Source: an optimization exercise on an open RTL-to-GDS flow (aim: a short achievable clock period and few clock cycles per item). Production flows keep margins and buffers that such runs may drop.
Only simulation tests tie the RTL to the original design; equivalence was not proved.
Power figures rest on the tool's default switching activity, not on a simulated workload.

==> v29 <==
## axi4_burst_ram_slave
module axi4_burst_ram_slave #(
  parameter int DATA_BYTES      = 4,
  parameter int ADDR_BYTES      = 1,
  parameter int NUM_ID_BITS_P   = 4,
  parameter int NUM_USER_BITS_P = 4
) (
  input  logic                       aclk,
  input  logic                       aresetn,
  input  logic                       awvalid,
  output logic                       awready,
  input  logic [ADDR_BYTES*8-1:0]    awaddr,
  input  logic [7:0]                 awlen,
  input  logic [2:0]                 awsize,
  input  logic [1:0]                 awburst,
  input  logic [NUM_ID_BITS_P-1:0]   awid,
  input  logic [NUM_USER_BITS_P-1:0] awuser,
  input  logic [3:0]                 awcache,
  input  logic [2:0]                 awprot,
  input  logic                       awlock,
  input  logic [3:0]                 awregion,
  input  logic [3:0]                 awqos,
  input  logic                       wvalid,
  output logic                       wready,
  input  logic [DATA_BYTES*8-1:0]    wdata,
  input  logic [DATA_BYTES-1:0]      wstrb,
  input  logic                       wlast,
  input  logic [NUM_USER_BITS_P-1:0] wuser,
  output logic                       bvalid,
  input  logic                       bready,
  output logic [1:0]                 bresp,
  output logic [NUM_ID_BITS_P-1:0]   bid,
  output logic [NUM_USER_BITS_P-1:0] buser,
  input  logic                       arvalid,
  output logic                       arready,
  input  logic [ADDR_BYTES*8-1:0]    araddr,
  input  logic [7:0]                 arlen,
  input  logic [2:0]                 arsize,
  input  logic [1:0]                 arburst,
  input  logic [NUM_ID_BITS_P-1:0]   arid,
  input  logic [NUM_USER_BITS_P-1:0] aruser,
  input  logic [3:0]                 arcache,
  input  logic [2:0]                 arprot,
  input  logic                       arlock,
  input  logic [3:0]                 arregion,
  input  logic [3:0]                 arqos,
  output logic                       rvalid,
  input  logic                       rready,
  output logic [DATA_BYTES*8-1:0]    rdata,
  output logic [1:0]                 rresp,
  output logic                       rlast,
  output logic [NUM_ID_BITS_P-1:0]   rid,
  output logic [NUM_USER_BITS_P-1:0] ruser
);
clock: 5.5 ns
lec_check: 0
abc_clock_period_in_ps: 2000
cap_margin: 20
core_margin: 2
core_utilization: 50
cts_cluster_diameter: 80
cts_cluster_size: 25
setup_slack_margin: 3.3
slew_margin: 20
standard.sh (not shown) runs the stock make flow with config.mk's settings and CLKGATE_MAP_FILE= SYNTH_SCRIPT=/design/flow/synth_recipe.tcl, a recipe that flattens the netlist after the stock synthesis.
==> flow/flow/run.sh <==
#!/bin/bash
# Standard ORFS layout, but let the resizer size cells across footprints (the platform sets
# MATCH_CELL_FOOTPRINT=1, which keeps the port buffers as slow delay buffers).
set -euo pipefail
cp standard.sh standard_used.sh.log
bash standard.sh MATCH_CELL_FOOTPRINT=0 finish > flow_make.log 2>&1
==> inputs of v2, as changes to v29 <==
==> flow/design.v (replaced) <==
module axi4_burst_ram_slave #(
  parameter int DATA_BYTES      = 4,
  parameter int ADDR_BYTES      = 1,
  parameter int NUM_ID_BITS_P   = 4,
  parameter int NUM_USER_BITS_P = 4
) (
  input  logic                       aclk,
  input  logic                       aresetn,
  input  logic                       awvalid,
  output logic                       awready,
  input  logic [ADDR_BYTES*8-1:0]    awaddr,
  input  logic [7:0]                 awlen,
  input  logic [2:0]                 awsize,
  input  logic [1:0]                 awburst,
  input  logic [NUM_ID_BITS_P-1:0]   awid,
  input  logic [NUM_USER_BITS_P-1:0] awuser,
  input  logic [3:0]                 awcache,
  input  logic [2:0]                 awprot,
  input  logic                       awlock,
  input  logic [3:0]                 awregion,
  input  logic [3:0]                 awqos,
  input  logic                       wvalid,
  output logic                       wready,
  input  logic [DATA_BYTES*8-1:0]    wdata,
  input  logic [DATA_BYTES-1:0]      wstrb,
  input  logic                       wlast,
  input  logic [NUM_USER_BITS_P-1:0] wuser,
  output logic                       bvalid,
  input  logic                       bready,
  output logic [1:0]                 bresp,
  output logic [NUM_ID_BITS_P-1:0]   bid,
  output logic [NUM_USER_BITS_P-1:0] buser,
  input  logic                       arvalid,
  output logic                       arready,
  input  logic [ADDR_BYTES*8-1:0]    araddr,
  input  logic [7:0]                 arlen,
  input  logic [2:0]                 arsize,
  input  logic [1:0]                 arburst,
  input  logic [NUM_ID_BITS_P-1:0]   arid,
  input  logic [NUM_USER_BITS_P-1:0] aruser,
  input  logic [3:0]                 arcache,
  input  logic [2:0]                 arprot,
  input  logic                       arlock,
  input  logic [3:0]                 arregion,
  input  logic [3:0]                 arqos,
  output logic                       rvalid,
  input  logic                       rready,
  output logic [DATA_BYTES*8-1:0]    rdata,
  output logic [1:0]                 rresp,
  output logic                       rlast,
  output logic [NUM_ID_BITS_P-1:0]   rid,
  output logic [NUM_USER_BITS_P-1:0] ruser
);
  localparam int AW = ADDR_BYTES * 8;
  localparam int DW = DATA_BYTES * 8;
  localparam int LB = $clog2(DATA_BYTES);
  localparam int NW = (2 ** AW) / DATA_BYTES;
  localparam int WA = AW - LB;             
  localparam int IW = NUM_ID_BITS_P;
  function automatic logic [WA-1:0] next_word(input logic [WA-1:0] a, input logic [WA-1:0] m);
    next_word = (a & ~m) | ((a + WA'(1)) & m);
  endfunction
  function automatic logic [WA-1:0] burst_mask(input logic [7:0] len, input logic [1:0] burst);
    case (burst)
      2'b00:   burst_mask = '0;
      2'b10:   burst_mask = len[WA-1:0];
      default: burst_mask = '1;
    endcase
  endfunction
  function automatic logic burst_err(input logic [7:0] len, input logic [2:0] size,
                                     input logic [1:0] burst);
    logic wrap_bad;
    wrap_bad  = (burst == 2'b10) && !(len == 8'd1 || len == 8'd3 || len == 8'd7 || len == 8'd15);
    burst_err = (burst == 2'b11) || (size != 3'(LB)) || wrap_bad;
  endfunction
  function automatic logic [NW-1:0] onehot(input logic [WA-1:0] a);
    onehot = '0;
    onehot[a] = 1'b1;
  endfunction
  typedef struct packed {
    logic [WA-1:0] addr;
    logic [7:0]    len;
    logic          last;    
    logic [WA-1:0] mask;
    logic [IW-1:0] id;
    logic          err;
  } desc_t;
  logic [DW-1:0] mem [NW];
  desc_t      awq_d0, awq_d1, aw_in;
  logic       awq_v0, awq_v1, awq_v1_nx;
  logic       aw_rdy, aw_hs, awq_pop;
  logic          wa_v, wa_last, wa_err, wa_lerr;
  logic [WA-1:0] wa_addr, wa_mask;
  logic [7:0]    wa_rem;
  logic [IW-1:0] wa_id;
  logic          w_rdy, w_hs, wa_v_nx, wa_load, wa_done;
  logic [IW-1:0] bq_id0, bq_id1;
  logic          bq_e0, bq_e1, bq_v0, bq_v1, bq_v0_nx, bq_v1_nx, b_push, b_pop, b_err_in;
  logic            wp_we;
  logic [DATA_BYTES-1:0] wp_be;
  logic [WA-1:0]   wp_addr;
  logic [NW-1:0]   wp_row;
  logic [DW-1:0]   wp_data;
  assign aw_hs = awvalid & aw_rdy;
  assign w_hs  = wvalid & w_rdy;
  assign aw_in.addr = awaddr[AW-1:LB];
  assign aw_in.len  = awlen;
  assign aw_in.last = (awlen == 8'd0);
  assign aw_in.mask = burst_mask(awlen, awburst);
  assign aw_in.id   = awid;
  assign aw_in.err  = burst_err(awlen, awsize, awburst);
  assign wa_done = w_hs & wa_last;
  assign wa_load = (!wa_v || wa_done) && awq_v0;
  assign awq_pop = wa_load;
  assign wa_v_nx = wa_load | (wa_v & ~wa_done);
  always_comb begin
    if (awq_pop) awq_v1_nx = awq_v1 & aw_hs;
    else         awq_v1_nx = awq_v1 | (aw_hs & awq_v0);
  end
  always_ff @(posedge aclk or negedge aresetn) begin
    if (!aresetn) begin
      awq_v0 <= 1'b0;
      awq_v1 <= 1'b0;
      aw_rdy <= 1'b0;
    end else begin
      awq_v1 <= awq_v1_nx;
      awq_v0 <= awq_pop ? (awq_v1 | aw_hs) : (awq_v0 | aw_hs);
      aw_rdy <= ~awq_v1_nx;
    end
  end
  always_ff @(posedge aclk) begin
    if (awq_pop) begin
      if (awq_v1) awq_d0 <= awq_d1;
      else if (aw_hs) awq_d0 <= aw_in;
      if (awq_v1 && aw_hs) awq_d1 <= aw_in;
    end else if (aw_hs) begin
      if (!awq_v0) awq_d0 <= aw_in;
      else         awq_d1 <= aw_in;
    end
  end
  always_ff @(posedge aclk or negedge aresetn) begin
    if (!aresetn) begin
      wa_v  <= 1'b0;
      w_rdy <= 1'b0;
    end else begin
      wa_v  <= wa_v_nx;
      w_rdy <= wa_v_nx & ~bq_v1_nx;
    end
  end
  always_ff @(posedge aclk) begin
    if (wa_load) begin
      wa_addr <= awq_d0.addr;
      wa_rem  <= awq_d0.len;
      wa_last <= awq_d0.last;
      wa_mask <= awq_d0.mask;
      wa_id   <= awq_d0.id;
      wa_err  <= awq_d0.err;
      wa_lerr <= 1'b0;
    end else if (w_hs) begin
      wa_addr <= next_word(wa_addr, wa_mask);
      wa_rem  <= wa_rem - 8'd1;
      wa_last <= (wa_rem == 8'd1);
      if (wlast) wa_lerr <= 1'b1;
    end
  end
  always_ff @(posedge aclk) begin
    wp_we   <= w_hs & ~wa_err;
    wp_be   <= (w_hs & ~wa_err) ? wstrb : '0;
    wp_addr <= wa_addr;
    wp_row  <= onehot(wa_addr);
    wp_data <= wdata;
  end
  always_ff @(posedge aclk) begin
    for (int i = 0; i < NW; i++) begin
      for (int b = 0; b < DATA_BYTES; b++) begin
        if (wp_row[i] && wp_be[b]) mem[i][b*8 +: 8] <= wp_data[b*8 +: 8];
      end
    end
  end
  assign b_push   = wa_done;
  assign b_err_in = wa_err | wa_lerr | ~wlast;
  assign b_pop    = bq_v0 & bready;
  always_comb begin
    if (b_pop) begin
      bq_v0_nx = bq_v1 | b_push;
      bq_v1_nx = bq_v1 & b_push;
    end else begin
      bq_v0_nx = bq_v0 | b_push;
      bq_v1_nx = bq_v1 | (bq_v0 & b_push);
    end
  end
  always_ff @(posedge aclk or negedge aresetn) begin
    if (!aresetn) begin
      bq_v0 <= 1'b0;
      bq_v1 <= 1'b0;
    end else begin
      bq_v0 <= bq_v0_nx;
      bq_v1 <= bq_v1_nx;
    end
  end
  always_ff @(posedge aclk) begin
    if (b_pop) begin
      if (bq_v1) begin
        bq_id0 <= bq_id1;
        bq_e0  <= bq_e1;
      end else if (b_push) begin
        bq_id0 <= wa_id;
        bq_e0  <= b_err_in;
      end
      if (bq_v1 && b_push) begin
        bq_id1 <= wa_id;
        bq_e1  <= b_err_in;
      end
    end else if (b_push) begin
      if (!bq_v0) begin
        bq_id0 <= wa_id;
        bq_e0  <= b_err_in;
      end else begin
        bq_id1 <= wa_id;
        bq_e1  <= b_err_in;
      end
    end
  end
  assign awready = aw_rdy;
  assign wready  = w_rdy;
  assign bvalid  = bq_v0;
  assign bresp   = {bq_e0, 1'b0};
  assign bid     = bq_id0;
  assign buser   = '0;
  localparam int NG = 8;                   
  localparam int GB = $clog2(NG);          
  localparam int LW = WA - GB;             
  localparam int NL = NW / NG;             
  desc_t      arq_d0, arq_d1, ar_in;
  logic       arq_v0, arq_v1, arq_v1_nx;
  logic       ar_rdy, ar_hs, arq_pop;
  logic          f_v, f_last, f_err;
  logic [WA-1:0] f_addr, f_mask, f_addr_nx;
  logic [7:0]    f_rem;
  logic [IW-1:0] f_id;
  logic [NL-1:0] f_lsel;                   
  logic          f_load, f_mv, f_done;
  logic          n_v, n_last, n_err;
  logic [WA-1:0] n_addr;
  logic [IW-1:0] n_id;
  logic [DW-1:0] n_dat [NG];
  logic          n_free;
  logic          o_v, o_last, o_err;
  logic [WA-1:0] o_addr;
  logic [IW-1:0] o_id;
  logic [DW-1:0] o_data;
  logic          o_take;
  assign ar_hs = arvalid & ar_rdy;
  assign ar_in.addr = araddr[AW-1:LB];
  assign ar_in.len  = arlen;
  assign ar_in.last = (arlen == 8'd0);
  assign ar_in.mask = burst_mask(arlen, arburst);
  assign ar_in.id   = arid;
  assign ar_in.err  = burst_err(arlen, arsize, arburst);
  assign o_take  = ~o_v | rready;
  assign n_free  = ~n_v | o_take;
  assign f_mv    = f_v & n_free;
  assign f_done  = f_mv & f_last;
  assign f_load  = (!f_v || f_done) && arq_v0;
  assign arq_pop = f_load;
  assign f_addr_nx = next_word(f_addr, f_mask);
  always_comb begin
    if (arq_pop) arq_v1_nx = arq_v1 & ar_hs;
    else         arq_v1_nx = arq_v1 | (ar_hs & arq_v0);
  end
  always_ff @(posedge aclk or negedge aresetn) begin
    if (!aresetn) begin
      arq_v0 <= 1'b0;
      arq_v1 <= 1'b0;
      ar_rdy <= 1'b0;
    end else begin
      arq_v1 <= arq_v1_nx;
      arq_v0 <= arq_pop ? (arq_v1 | ar_hs) : (arq_v0 | ar_hs);
      ar_rdy <= ~arq_v1_nx;
    end
  end
  always_ff @(posedge aclk) begin
    if (arq_pop) begin
      if (arq_v1) arq_d0 <= arq_d1;
      else if (ar_hs) arq_d0 <= ar_in;
      if (arq_v1 && ar_hs) arq_d1 <= ar_in;
    end else if (ar_hs) begin
      if (!arq_v0) arq_d0 <= ar_in;
      else         arq_d1 <= ar_in;
    end
  end
  always_ff @(posedge aclk or negedge aresetn) begin
    if (!aresetn) f_v <= 1'b0;
    else          f_v <= f_load | (f_v & ~f_done);
  end
  always_ff @(posedge aclk) begin
    if (f_load) begin
      f_addr <= arq_d0.addr;
      f_rem  <= arq_d0.len;
      f_last <= arq_d0.last;
      f_mask <= arq_d0.mask;
      f_id   <= arq_d0.id;
      f_err  <= arq_d0.err;
      f_lsel <= arq_d0.err ? '0 : NL'(1) << arq_d0.addr[LW-1:0];
    end else if (f_mv) begin
      f_addr <= f_addr_nx;
      f_rem  <= f_rem - 8'd1;
      f_last <= (f_rem == 8'd1);
      f_lsel <= f_err ? '0 : NL'(1) << f_addr_nx[LW-1:0];
    end
  end
  logic wc_we;
  assign wc_we = w_hs & ~wa_err;
  logic [DW-1:0] f_rd [NG];
  always_comb begin
    for (int g = 0; g < NG; g++) begin
      logic [DW-1:0] m;
      logic          wp_hit, wc_hit;
      m = '0;
      for (int l = 0; l < NL; l++) m = m | (mem[g*NL + l] & {DW{f_lsel[l]}});
      wp_hit = (wp_addr == {GB'(g), f_addr[LW-1:0]}) & ~f_err;
      wc_hit = wc_we & (wa_addr == {GB'(g), f_addr[LW-1:0]}) & ~f_err;
      for (int b = 0; b < DATA_BYTES; b++) begin
        f_rd[g][b*8 +: 8] = (wc_hit && wstrb[b]) ? wdata[b*8 +: 8] :
                            (wp_hit && wp_be[b]) ? wp_data[b*8 +: 8] : m[b*8 +: 8];
      end
    end
  end
  always_ff @(posedge aclk or negedge aresetn) begin
    if (!aresetn)    n_v <= 1'b0;
    else if (n_free) n_v <= f_v;
  end
  always_ff @(posedge aclk) begin
    if (n_free) begin
      n_addr <= f_addr;
      n_last <= f_last;
      n_id   <= f_id;
      n_err  <= f_err;
    end
    for (int g = 0; g < NG; g++) begin
      if (n_free) begin
        n_dat[g] <= f_rd[g];
      end else begin
        for (int b = 0; b < DATA_BYTES; b++) begin
          if (wc_we && wstrb[b] && !n_err && wa_addr == {GB'(g), n_addr[LW-1:0]})
            n_dat[g][b*8 +: 8] <= wdata[b*8 +: 8];
        end
      end
    end
  end
  logic [DW-1:0] n_rd;
  always_comb begin
    n_rd = n_dat[n_addr[WA-1:LW]];
    for (int b = 0; b < DATA_BYTES; b++) begin
      if (wc_we && wstrb[b] && !n_err && wa_addr == n_addr) n_rd[b*8 +: 8] = wdata[b*8 +: 8];
    end
  end
  always_ff @(posedge aclk or negedge aresetn) begin
    if (!aresetn)    o_v <= 1'b0;
    else if (o_take) o_v <= n_v;
  end
  always_ff @(posedge aclk) begin
    if (o_take) begin
      o_addr <= n_addr;
      o_last <= n_last;
      o_id   <= n_id;
      o_err  <= n_err;
      o_data <= n_rd;
    end else begin
      for (int b = 0; b < DATA_BYTES; b++) begin
        if (wc_we && wstrb[b] && !o_err && wa_addr == o_addr) o_data[b*8 +: 8] <= wdata[b*8 +: 8];
      end
    end
  end
  assign arready = ar_rdy;
  assign rvalid  = o_v;
  assign rdata   = o_data;
  assign rresp   = {o_err, 1'b0};
  assign rlast   = o_last;
  assign rid     = o_id;
  assign ruser   = '0;
  logic unused_sideband;
  assign unused_sideband = ^{awuser, awcache, awprot, awlock, awregion,
                             awqos, wuser, aruser, arcache, arprot,
                             arlock, arregion, arqos};
endmodule
--- a/flow/config.mk
+++ b/flow/config.mk
@@ -6,10 +6,8 @@
 export NUM_CORES = 4
 export LEC_CHECK = 0
 export ABC_CLOCK_PERIOD_IN_PS = 2000
 export CAP_MARGIN = 20
 export CORE_MARGIN = 2
 export CORE_UTILIZATION = 50
-export CTS_CLUSTER_DIAMETER = 80
-export CTS_CLUSTER_SIZE = 25
 export SETUP_SLACK_MARGIN = 3.3
 export SLEW_MARGIN = 20
==> comparison <==
- v2 completed with no timing, DRC or antenna violations. v29 completed with no timing, DRC or antenna violations.
- Against v2, the cell area of v29 is lower by 4.6%.
- First-iteration DRC count: v2 is smaller than v29 (about 13%).
- In v29 the flip-flop and latch count is lower than in v2, by 26.
- Between v29 and v2, the lower synthesized cell count is in v29 (gap about 3.5%, measured against v2).
==> figures <==
| quantity | v2 | v29 |
|---|---|---|
| CTS clk-pin slew, worst paths | 0.06 ns | 0.10 ns |
| Share of synthesized cell area in and, or, nand and nor gates | 6.45% | 6.12% |
| Layout Nets | 6,864 | 6,657 |
| Synth-to-layout area growth | 20.1% | 17.9% |
| Worst path max stage delay | 0.64 ns | 0.43 ns |
| Met1 track demand over resource in global routing | 41.3% | 43.5% |
| Combinational share of power | 24.8% | 33.6% |
| H-tree level count | 5 | 4 |
| Result of the run | timing/DRC/antenna clean | timing/DRC/antenna clean |
| Wirelength per Cell | 33.4 um | 36.7 um |
Testbench counts of v29, summed over its fixed seeds: cycles 13,582, beats 26,619.
Testbench counts of v2, summed over its fixed seeds: cycles 13,582, beats 26,619.

[what the ideal ports hide]
The flow's constraints put no driver on any port. The routed layouts listed below were extracted and timed again, unchanged, in two steps. Step 1 (the two cells are an assumption about what drives the block):
set clk [get_ports {aclk}]
set_driving_cell -lib_cell sky130_fd_sc_hd__clkbuf_16 $clk
set_driving_cell -lib_cell sky130_fd_sc_hd__buf_2 [delete_from_list [all_inputs] $clk]
Step 2, shift: input delay + t, output delay - t, t = (earliest + latest rising clock arrival at the registers) / 2. This alone moves slack from input paths to output paths. a / b / c = ideal / step 1 / step 2; a / b = the first two.
| run | t, ns | slack for setup (ns) | worst slew at a driven data input, ns |
|---|---|---|---|
| v29 | 0.924 | 2.869 / 2.771 / 2.247 | 0.20 |
| v2 | 1.018 | 2.599 / 2.499 / 2.098 | 0.25 |
After both steps every run listed still meets setup and hold. For v29, which loses most, drivers alone change the setup slack by -0.098 ns; drivers and shift together by -0.622 ns.
